Context: an optimization exercise on an open-source flow, tuned for small area, a short achievable clock period and few clock cycles per item. The choices shown serve that exercise and are no tape-out recipe.
Only simulation tests tie the RTL to the original design; equivalence was not proved.

## run 1
==> flow/design.v (excerpt) <==
module conv_stream_mc
#(
  parameter int WORD_LENGTH = conv_pkg::WORD_LENGTH_DEF,
  parameter int ACC_WIDTH   = conv_pkg::ACC_WIDTH_DEF,
  parameter int IMAGE_SIZE  = conv_pkg::IMAGE_SIZE_DEF,
  parameter int KERNEL_SIZE = conv_pkg::KERNEL_SIZE_DEF,
  parameter int STRIDE      = conv_pkg::STRIDE_DEF,
  parameter int OUT_CH      = conv_pkg::OUT_CH_DEF
) (
  input  logic                                            clk,
  input  logic                                            rst,
  input  logic                                            weight_load,
  input  logic [OUT_CH*KERNEL_SIZE*KERNEL_SIZE*WORD_LENGTH-1:0] weight_value,
  input  logic [OUT_CH*ACC_WIDTH-1:0]                     bias_value,
  input  logic                                            relu_en,
  input  logic                                            in_valid,
  output logic                                            in_ready,
  input  logic [WORD_LENGTH-1:0]                          data_in,
  output logic                                            out_valid,
  input  logic                                            out_ready,
  output logic [OUT_CH*ACC_WIDTH-1:0]                     data_out,
  output logic [conv_pkg::IDX_WIDTH-1:0]                  out_row,
  output logic [conv_pkg::IDX_WIDTH-1:0]                  out_col,
  output logic                                            frame_done
);
For scale: about 1,700 flip-flops, ~500 I/O pins.
==> flow/config.mk <==
export PLATFORM = sky130hd
export DESIGN_NAME = conv_stream_mc
export DESIGN_NICKNAME = conv_stream_mc
export VERILOG_FILES = /design/flow/design.v
export SDC_FILE = /design/flow/constraint.sdc
export NUM_CORES = 4
export LEC_CHECK = 0
export CAP_MARGIN = 20
export CORE_MARGIN = 2
export CORE_UTILIZATION = 65
export CTS_CLUSTER_DIAMETER = 100
export CTS_CLUSTER_SIZE = 26
export SLEW_MARGIN = 60
export SYNTH_HIERARCHICAL = 1
export SYNTH_MINIMUM_KEEP_SIZE = 0
==> flow/constraint.sdc <==
create_clock -name core_clock -period 20.0 [get_ports {clk}]
set_input_delay 4.0000 -clock core_clock [delete_from_list [all_inputs] [get_ports {clk}]]
set_output_delay 4.0000 -clock core_clock [all_outputs]
set_load 0.01 [all_outputs]
standard.sh (not shown) runs the stock make flow with config.mk's settings and CLKGATE_MAP_FILE= SYNTH_SCRIPT=/design/flow/synth_recipe.tcl, a recipe that flattens the netlist after the stock synthesis.
==> flow/flow/run.sh <==
#!/bin/bash
export BUFFER_PORTS_ARGS="-buffer_cell sky130_fd_sc_hd__buf_1"
bash standard.sh SETUP_SLACK_MARGIN=14.8 finish > standard.log 2>&1
Testbench counts of run 1, summed over its fixed seeds: cycles 18,840, pixels 18,816.
Modified inputs, run 2 compared to run 1
# run 1
export LEC_CHECK = 0
export CAP_MARGIN = 20
export CORE_MARGIN = 2
export CORE_UTILIZATION = 65
export CTS_CLUSTER_DIAMETER = 100
export CTS_CLUSTER_SIZE = 26
export SLEW_MARGIN = 60
export SYNTH_HIERARCHICAL = 1
export SYNTH_MINIMUM_KEEP_SIZE = 0
create_clock -name core_clock -period 20.0 [get_ports {clk}]
# run 2
export LEC_CHECK = 0
export CAP_MARGIN = 20
export CORE_MARGIN = 2
export CORE_UTILIZATION = 55
export CTS_CLUSTER_DIAMETER = 100
export CTS_CLUSTER_SIZE = 26
export SLEW_MARGIN = 60
export SYNTH_HIERARCHICAL = 1
export SYNTH_MINIMUM_KEEP_SIZE = 0
create_clock -name core_clock -period 20.0 [get_ports {clk}]
==> flow/flow/run.sh <==
#!/bin/bash
export BUFFER_PORTS_ARGS="-buffer_cell sky130_fd_sc_hd__buf_1"
bash standard.sh SETUP_SLACK_MARGIN=14.68 finish > standard.log 2>&1
Run 2: met2 usage in global routing lower than run 1
Comparing run 2 and run 1, worst hold margin is higher on run 2.
Looking at utilization of the core after routing across run 2 and run 1, the one that comes out higher is run 1.
Run 2 improves on run 1 in sum of routed wire length over all layers.
Against run 1 as the reference, run 2 delivers a higher final cell count.
Input changes introduced in run 3 (baseline for comparison: run 2):
==> flow/flow/run.sh <==
#!/bin/bash
export BUFFER_PORTS_ARGS="-buffer_cell sky130_fd_sc_hd__buf_1"
bash standard.sh SETUP_SLACK_MARGIN=14.8 finish > standard.log 2>&1
Results
- Compared with run 2, in run 3 routing usage on met1 has remained practically unchanged; first-pass GRT wire length ~0 delta; max-slew violation total from the final report shows no meaningful change.
--- input diff run 3..run 4 ---
# run 3
export LEC_CHECK = 0
export CAP_MARGIN = 20
export CORE_MARGIN = 2
export CORE_UTILIZATION = 55
export CTS_CLUSTER_DIAMETER = 100
export CTS_CLUSTER_SIZE = 26
export SLEW_MARGIN = 60
export SYNTH_HIERARCHICAL = 1
export SYNTH_MINIMUM_KEEP_SIZE = 0
create_clock -name core_clock -period 20.0 [get_ports {clk}]
# run 4
export LEC_CHECK = 0
export CAP_MARGIN = 20
export CORE_MARGIN = 2
export CORE_UTILIZATION = 55
export CTS_CLUSTER_DIAMETER = 100
export CTS_CLUSTER_SIZE = 26
export PLACE_DENSITY = 0.75
export SLEW_MARGIN = 60
export SYNTH_HIERARCHICAL = 1
export SYNTH_MINIMUM_KEEP_SIZE = 0
create_clock -name core_clock -period 20.0 [get_ports {clk}]
[summary]
Of the two candidates, run 3 has the better clock skew and run 4 the worse one.
Run 3 has lower delay of the slowest critical-path stage than run 4.
Sort run 3 and run 4 by hold slack asc -> top: run 4
Met2 routing resource usage after global routing: run 4 vs run 3 down 1.7 points
When run 4 is set beside run 3, its arrival time reported for the critical path endpoint turns out to be 0.07 ns larger.
Cmp run 3 and run 4 / wire length per cell after detailed routing / lower: run 3
Diff run 3..run 4 | number of nets in the layout | negligible
Between run 3 and run 4, the cell area does not differ in any meaningful way.
Between run 3 and run 4, the transition time of the tightest slew-check pin is higher for run 4.

## what the ideal ports hide
How much do the figures lean on ideal ports? The routed layouts below were timed once more, with nothing changed but the port constraints. Step 1: set_driving_cell puts a clkbuf_16 on clk and a buf_2 on each other input, an assumption about the parent block. Step 2 moves the port delays by t, midway between the first and last clock arrival at a register: inputs arrive t later, outputs are due t later. That takes back most of the time a late clock gives input paths. a / b / c = ideal ports / drivers / drivers and shift; a / b = the first two.
run | shift t [ns] | slack for setup (ns) | hold slack, ns | clock arrival spread, ns | slew at the worst register clock pin (ns)
run 1 | 0.902 | 14.650 / 14.544 / 14.011 | 0.386 / 0.386 / 0.386 | 0.067 / 0.066 | 0.10 / 0.10
run 2 | 0.901 | 14.630 / 14.526 / 13.953 | 0.407 / 0.407 / 0.407 | 0.039 / 0.040 | 0.11 / 0.11
run 3 | 0.904 | 14.632 / 14.525 / 14.062 | 0.408 / 0.408 / 0.408 | 0.046 / 0.046 | 0.11 / 0.11
run 4 | 0.889 | 14.561 / 14.464 / 14.046 | 0.392 / 0.392 / 0.392 | 0.079 / 0.079 | 0.11 / 0.11
After both steps every run listed still meets setup and hold. For run 2, which loses most, drivers alone change the setup slack by -0.104 ns; drivers and shift together by -0.677 ns.
